Background: an optimization exercise with open tools, aiming at small area and a short achievable clock period. Do not read the settings as production practice.
RTL that was checked went through simulation tests only; none was proved equivalent to the original.

run a:
## life_row_engine
module life_row_engine #(
    parameter int WIDTH  = 64,
    parameter int HEIGHT = 32,
    parameter int WRAP   = 0
) (
    input  logic                                 clk,
    input  logic                                 rst_n,
    input  logic                                 start,
    input  logic [8:0]                           birth_mask,
    input  logic [8:0]                           survive_mask,
    input  logic                                 in_valid,
    output logic                                 in_ready,
    input  logic [WIDTH-1:0]                     in_row,
    output logic                                 out_valid,
    input  logic                                 out_ready,
    output logic [WIDTH-1:0]                     out_row,
    output logic                                 out_last,
    output logic                                 busy,
    output logic                                 gen_done,
    output logic [$clog2(WIDTH*HEIGHT+1)-1:0]    alive_count,
    output logic                                 stable
);
Size in the first run: roughly 1400 cells after synthesis, roughly 23000 µm² of cells after synthesis.
export LEC_CHECK = 0
export CAP_MARGIN = 20
export CORE_MARGIN = 2
export CORE_UTILIZATION = 55
export SLEW_MARGIN = 20
export SYNTH_HIERARCHICAL = 1
create_clock -name core_clock -period 11.5 [get_ports {clk}]
standard.sh (not shown) runs the stock make flow with config.mk's settings and CLKGATE_MAP_FILE= SYNTH_SCRIPT=/design/flow/synth_recipe.tcl, a recipe that flattens the netlist after the stock synthesis.
==> flow/flow/run.sh <==
#!/bin/bash
# The standard synthesis and layout, with these changes to the layout steps:
# - the synthesized combinational cells start as the smallest cell of their kind
#   (flow/downsize.tcl), so that timing repair only grows the ones that need it;
# - the port buffers are the cell named in flow/port_buffer.txt;
# - timing repair aims for the setup slack in flow/setup_margin.txt;
# - clock tree synthesis takes the arguments in flow/cts_args.txt, if present.
set -uo pipefail
cd "$(dirname "$0")/.."
bash standard.sh synth > synth.log 2>&1 || exit 1
export PRE_FLOORPLAN_TCL="$(pwd)/flow/downsize.tcl"
export BUFFER_PORTS_ARGS="-buffer_cell $(cat flow/port_buffer.txt)"
export SETUP_SLACK_MARGIN=$(cat flow/setup_margin.txt)
if [[ -f flow/cts_args.txt ]]; then
  export CTS_ARGS="$(cat flow/cts_args.txt)"
fi
bash standard.sh > layout.log 2>&1
==> flow/flow/cts_args.txt <==
-sink_clustering_enable -repair_clock_nets -buf_list sky130_fd_sc_hd__clkbuf_8 -dont_use_dummy_load -sink_clustering_size 12 -sink_clustering_max_diameter 100
==> flow/flow/downsize.tcl <==
# Swap every combinational cell for the smallest-area cell of its kind (same function,
# another drive strength), so that timing repair only grows the cells whose paths
# need it.
set n_down 0
foreach inst [get_cells *] {
  set ref [get_property $inst ref_name]
  if {![regexp {^(sky130_fd_sc_hd__([a-z0-9]+))_([0-9]+)$} $ref -> base kind drive]} { continue }
  if {[regexp {^(e?df|sdf|dl|tap|fill|decap|conb|clk|dly|probe|lpflow)} $kind]} { continue }
  set best_area [get_property [get_lib_cells $ref] area]
  set best ""
  foreach lc [get_lib_cells -quiet ${base}_*] {
    set name [get_property $lc name]
    if {![regexp "^${base}_\[0-9\]+\$" $name]} { continue }
    set a [get_property $lc area]
    if {$a < $best_area - 1e-6} {
      set best_area $a
      set best $lc
    }
  }
  if {$best ne ""} {
    replace_cell $inst $best
    incr n_down
  }
}
puts "downsize.tcl: swapped $n_down cells for smaller ones"
==> flow/flow/port_buffer.txt <==
sky130_fd_sc_hd__buf_1
==> flow/flow/setup_margin.txt <==
6.5
Run a reached the final stage; the timing, design-rule and antenna checks on its layout passed.
Modified inputs, run b compared to run a
==> flow/flow/setup_margin.txt <==
6.4
## What came out
For run b and run a, there was not a single run that failed to finish clean.
Changes observed in run b relative to run a: final area fell by 0.30%, synthesis-to-finish area growth fell by 0.33 points.
When run b is measured against run a, its initial antenna violation count turns out 1 higher.
Run a ended up with sky130_fd_sc_hd__a21o_1 as its critical-path cell with the highest stage delay; run b ended up with sky130_fd_sc_hd__buf_1.
Of the two candidates, run a has the worse total detailed-routing wirelength and run b the better one.

---

v6:
The RTL this note starts from:
==> flow/design.v <==
package life_pkg;
    localparam logic [8:0] CONWAY_BIRTH   = 9'b000001000;
    localparam logic [8:0] CONWAY_SURVIVE = 9'b000001100;
endpackage
module life_rule_cell (
    input  logic [1:0] s_l,
    input  logic [1:0] s_c,
    input  logic [1:0] s_r,
    input  logic       self,
    input  logic [8:0] birth_mask,
    input  logic [8:0] survive_mask,
    output logic       next
);
    logic t0, k1, x, y, t1, z;
    logic [9:0] bm, sm;
    assign t0 = s_l[0] ^ s_c[0] ^ s_r[0];
    assign k1 = (s_l[0] & s_c[0]) | (s_l[0] & s_r[0]) | (s_c[0] & s_r[0]);
    assign x  = s_l[1] ^ s_c[1] ^ s_r[1];
    assign y  = (s_l[1] & s_c[1]) | (s_l[1] & s_r[1]) | (s_c[1] & s_r[1]);
    assign t1 = x ^ k1;
    assign z  = x & k1;
    assign bm = {birth_mask[8], birth_mask};
    assign sm = {survive_mask, survive_mask[0]};
    logic [3:0] t;
    always_comb begin
        t    = {y & z, y ^ z, t1, t0};
        next = self ? sm[t] : bm[t];
    end
endmodule
module life_popcount32 (
    input  logic [31:0] x,
    output logic [5:0] y
);
    logic s0, c0, s1, c1, s2, c2, s3, c3;
    logic s4, c4, s5, c5, s6, c6, s7, c7;
    logic s8, c8, s9, c9, s10, c10, s11, c11;
    logic s12, c12, s13, c13, s14, c14, s15, c15;
    logic s16, c16, s17, c17, s18, c18, s19, c19;
    logic s20, c20, s21, c21, s22, c22, s23, c23;
    logic s24, c24, s25, c25, s26, c26, s27, c27;
    logic s28, c28, s29, c29, s30, c30;
    assign s0  = x[0] ^ x[10] ^ x[11];
    assign c0 = (x[0] & x[10]) | (x[0] & x[11]) | (x[10] & x[11]);
    assign s1  = x[12] ^ x[13] ^ x[14];
    assign c1 = (x[12] & x[13]) | (x[12] & x[14]) | (x[13] & x[14]);
    assign s2  = x[15] ^ x[16] ^ x[17];
    assign c2 = (x[15] & x[16]) | (x[15] & x[17]) | (x[16] & x[17]);
    assign s3  = x[18] ^ x[19] ^ x[1];
    assign c3 = (x[18] & x[19]) | (x[18] & x[1]) | (x[19] & x[1]);
    assign s4  = x[20] ^ x[21] ^ x[22];
    assign c4 = (x[20] & x[21]) | (x[20] & x[22]) | (x[21] & x[22]);
    assign s5  = x[23] ^ x[24] ^ x[25];
    assign c5 = (x[23] & x[24]) | (x[23] & x[25]) | (x[24] & x[25]);
    assign s6  = x[26] ^ x[27] ^ x[28];
    assign c6 = (x[26] & x[27]) | (x[26] & x[28]) | (x[27] & x[28]);
    assign s7  = x[29] ^ x[2] ^ x[30];
    assign c7 = (x[29] & x[2]) | (x[29] & x[30]) | (x[2] & x[30]);
    assign s8  = x[31] ^ x[3] ^ x[4];
    assign c8 = (x[31] & x[3]) | (x[31] & x[4]) | (x[3] & x[4]);
    assign s9  = x[5] ^ x[6] ^ x[7];
    assign c9 = (x[5] & x[6]) | (x[5] & x[7]) | (x[6] & x[7]);
    assign s10  = x[8] ^ x[9] ^ s0;
    assign c10 = (x[8] & x[9]) | (x[8] & s0) | (x[9] & s0);
    assign s11  = s1 ^ s2 ^ s3;
    assign c11 = (s1 & s2) | (s1 & s3) | (s2 & s3);
    assign s12  = s4 ^ s5 ^ s6;
    assign c12 = (s4 & s5) | (s4 & s6) | (s5 & s6);
    assign s13  = s7 ^ s8 ^ s9;
    assign c13 = (s7 & s8) | (s7 & s9) | (s8 & s9);
    assign s14  = s10 ^ s11 ^ s12;
    assign c14 = (s10 & s11) | (s10 & s12) | (s11 & s12);
    assign s15  = s13 ^ s14;
    assign c15 = s13 & s14;
    assign s16  = c0 ^ c1 ^ c2;
    assign c16 = (c0 & c1) | (c0 & c2) | (c1 & c2);
    assign s17  = c3 ^ c4 ^ c5;
    assign c17 = (c3 & c4) | (c3 & c5) | (c4 & c5);
    assign s18  = c6 ^ c7 ^ c8;
    assign c18 = (c6 & c7) | (c6 & c8) | (c7 & c8);
    assign s19  = c9 ^ c10 ^ c11;
    assign c19 = (c9 & c10) | (c9 & c11) | (c10 & c11);
    assign s20  = c12 ^ c13 ^ s16;
    assign c20 = (c12 & c13) | (c12 & s16) | (c13 & s16);
    assign s21  = s17 ^ s18 ^ c14;
    assign c21 = (s17 & s18) | (s17 & c14) | (s18 & c14);
    assign s22  = s19 ^ s20 ^ c15;
    assign c22 = (s19 & s20) | (s19 & c15) | (s20 & c15);
    assign s23  = s21 ^ s22;
    assign c23 = s21 & s22;
    assign s24  = c16 ^ c17 ^ c18;
    assign c24 = (c16 & c17) | (c16 & c18) | (c17 & c18);
    assign s25  = c19 ^ c20 ^ s24;
    assign c25 = (c19 & c20) | (c19 & s24) | (c20 & s24);
    assign s26  = c21 ^ s25 ^ c22;
    assign c26 = (c21 & s25) | (c21 & c22) | (s25 & c22);
    assign s27  = c23 ^ s26;
    assign c27 = c23 & s26;
    assign s28  = c24 ^ c25 ^ c26;
    assign c28 = (c24 & c25) | (c24 & c26) | (c25 & c26);
    assign s29  = c27 ^ s28;
    assign c29 = c27 & s28;
    assign s30  = c28 ^ c29;
    assign c30 = c28 & c29;
    assign y[0] = s15;
    assign y[1] = s23;
    assign y[2] = s27;
    assign y[3] = s29;
    assign y[4] = s30;
    assign y[5] = c30;
endmodule
module life_row_engine #(
    parameter int WIDTH  = 64,
    parameter int HEIGHT = 32,
    parameter int WRAP   = 0
) (
    input  logic                                 clk,
    input  logic                                 rst_n,
    input  logic                                 start,
    input  logic [8:0]                           birth_mask,
    input  logic [8:0]                           survive_mask,
    input  logic                                 in_valid,
    output logic                                 in_ready,
    input  logic [WIDTH-1:0]                     in_row,
    output logic                                 out_valid,
    input  logic                                 out_ready,
    output logic [WIDTH-1:0]                     out_row,
    output logic                                 out_last,
    output logic                                 busy,
    output logic                                 gen_done,
    output logic [$clog2(WIDTH*HEIGHT+1)-1:0]    alive_count,
    output logic                                 stable
);
    localparam int CW = $clog2(WIDTH*HEIGHT+1);
    localparam int RW = $clog2(HEIGHT);
    logic             st_fill, st_run, st_drain, st_last;
    logic [8:0]       birth_q, survive_q;
    logic [WIDTH-1:0] prev_row, cur_row, below_row, new_row;
    logic [RW-1:0]    row_cnt;
    logic             pend;
    logic             rdy_base;
    logic             out_free, start_go, take_fill, load_run, load_drain, load, shift, last_row;
    assign rdy_base = st_fill | (st_run & !out_valid);
    always_comb begin
        busy       = st_fill | st_run | st_drain | st_last;
        out_free   = !out_valid || out_ready;
        in_ready   = (st_run & out_ready) | rdy_base;
        start_go   = !busy && start;
        take_fill  = st_fill && in_valid;
        load_run   = st_run && in_valid && out_free;
        load_drain = st_drain && out_free;
        load       = load_run | load_drain;
        shift      = take_fill | load;
        last_row   = (row_cnt == RW'(HEIGHT - 1));
        out_last   = st_last;    
    end
    always_ff @(posedge clk or negedge rst_n) begin
        if (!rst_n) begin
            st_fill   <= 1'b0;
            st_run    <= 1'b0;
            st_drain  <= 1'b0;
            st_last   <= 1'b0;
            row_cnt   <= '0;
            out_valid <= 1'b0;
            gen_done  <= 1'b0;
            pend      <= 1'b0;
        end else begin
            st_fill   <= start_go | (st_fill & !in_valid);
            st_run    <= take_fill | (st_run & !(load_run & last_row));
            st_drain  <= (load_run & last_row) | (st_drain & !out_free);
            st_last   <= load_drain | (st_last & !out_ready);
            gen_done  <= st_last & out_valid & out_ready;
            out_valid <= load | (out_valid & !out_ready);
            pend      <= load;
            if (take_fill | load_run) row_cnt <= row_cnt + RW'(1);
        end
    end
    always_ff @(posedge clk) begin
        if (start_go) begin
            birth_q   <= birth_mask;
            survive_q <= survive_mask;
        end
        if (shift) prev_row <= cur_row;
        if (shift | !busy) cur_row <= below_row;
        if (load)  out_row  <= new_row;
    end
    assign below_row = (st_fill | st_run) ? in_row : '0;
    logic [1:0] col [WIDTH+2];
    assign col[0]       = 2'd0;
    assign col[WIDTH+1] = 2'd0;
    for (genvar j = 0; j < WIDTH; j++) begin : g_col
        assign col[j+1][0] = prev_row[j] ^ cur_row[j] ^ below_row[j];
        assign col[j+1][1] = (prev_row[j] & cur_row[j]) | (prev_row[j] & below_row[j])
                           | (cur_row[j] & below_row[j]);
    end
    for (genvar i = 0; i < WIDTH; i++) begin : g_cell
        life_rule_cell u_cell (
            .s_l (col[i]),
            .s_c (col[i+1]),
            .s_r (col[i+2]),
            .self(cur_row[i]),
            .birth_mask  (birth_q),
            .survive_mask(survive_q),
            .next(new_row[i])
        );
    end
    localparam int HW = WIDTH / 2;
    localparam int HPW = $clog2(HW + 1);
    logic [HPW-1:0] pop_lo, pop_hi, row_pop_lo, row_pop_hi;
    logic [CW-1:0]  alive_q;
    life_popcount32 u_pop_lo (.x(out_row[HW-1:0]),     .y(pop_lo));
    life_popcount32 u_pop_hi (.x(out_row[WIDTH-1:HW]), .y(pop_hi));
    assign alive_count = alive_q + CW'(row_pop_lo) + CW'(row_pop_hi);
    always_ff @(posedge clk) begin
        row_pop_lo <= pend ? pop_lo : '0;
        row_pop_hi <= pend ? pop_hi : '0;
        if (start_go) begin
            alive_q <= '0;
            stable  <= 1'b1;
        end else begin
            alive_q <= alive_count;
            if (pend && out_row != prev_row) stable <= 1'b0;
        end
    end
endmodule
export LEC_CHECK = 0
export CAP_MARGIN = 20
export CORE_MARGIN = 2
export CORE_UTILIZATION = 40
export SLEW_MARGIN = 20
create_clock -name core_clock -period 11.5 [get_ports {clk}]
==> flow/flow/run.sh <==
#!/bin/bash
# The standard synthesis and layout, with two changes to the layout steps: the port
# buffers are buf_2 cells, and timing repair aims for SETUP_MARGIN ns of setup slack.
set -uo pipefail
cd "$(dirname "$0")/.."
bash standard.sh synth > synth.log 2>&1 || exit 1
export BUFFER_PORTS_ARGS="-buffer_cell sky130_fd_sc_hd__buf_2"
export SETUP_SLACK_MARGIN=$(cat flow/setup_margin.txt)
bash standard.sh > layout.log 2>&1
==> flow/flow/setup_margin.txt <==
6.0
Inputs modified between v6 and v7:
==> flow/flow/setup_margin.txt <==
6.5
Notes after the runs:
Delta (v7 minus v6): core utilization +0.28 points; global-route track usage on met1 +0.24 points; clock insertion delay at the later pin of the skew report ~0 delta; setup slack after layout +0.096 ns; number of cells on the critical path -2. Die span in y: v6 vs v7 identical. Comparing v6 against v7, there is no change at all in synthesized cell count.
No run of this note included a check of the RTL's function; only the layout flow was run.

[afterwards: timing with drivers on the ports]
Ports are ideal in the flow. The routed layouts listed here were re-timed in OpenROAD.
Step 1 (the two cells are an assumption about what drives the block):
set clk [get_ports {clk}]
set_driving_cell -lib_cell sky130_fd_sc_hd__clkbuf_16 $clk
set_driving_cell -lib_cell sky130_fd_sc_hd__buf_2 [delete_from_list [all_inputs] $clk]
Step 2 moves the port delays by t, midway between the first and last clock arrival at a register: inputs arrive t later, outputs are due t later. That takes back most of the time a late clock gives input paths.
Three values: no drivers, after step 1, after step 2; two values: the first two.
| run | t (ns) | setup slack, ns | clock arrival spread, ns | slew at the worst register clock pin (ns) | pins driven straight from the clock port |
|---|---|---|---|---|---|
| run a | 0.649 | 6.519 / 6.483 / 6.150 | 0.044 / 0.045 | 0.11 / 0.11 | 1 |
| run b | 0.662 | 6.452 / 6.422 / 6.037 | 0.073 / 0.073 | 0.11 / 0.11 | 1 |
| v6 | 0.623 | 6.157 / 6.093 / 6.034 | 0.040 / 0.040 | 0.06 / 0.06 | 1 |
| v7 | 0.625 | 6.253 / 6.190 / 6.001 | 0.019 / 0.019 | 0.07 / 0.07 | 1 |
After both steps setup and hold are still met in every run listed. For run b, which loses most, drivers alone change the setup slack by -0.030 ns; drivers and shift together by -0.415 ns.
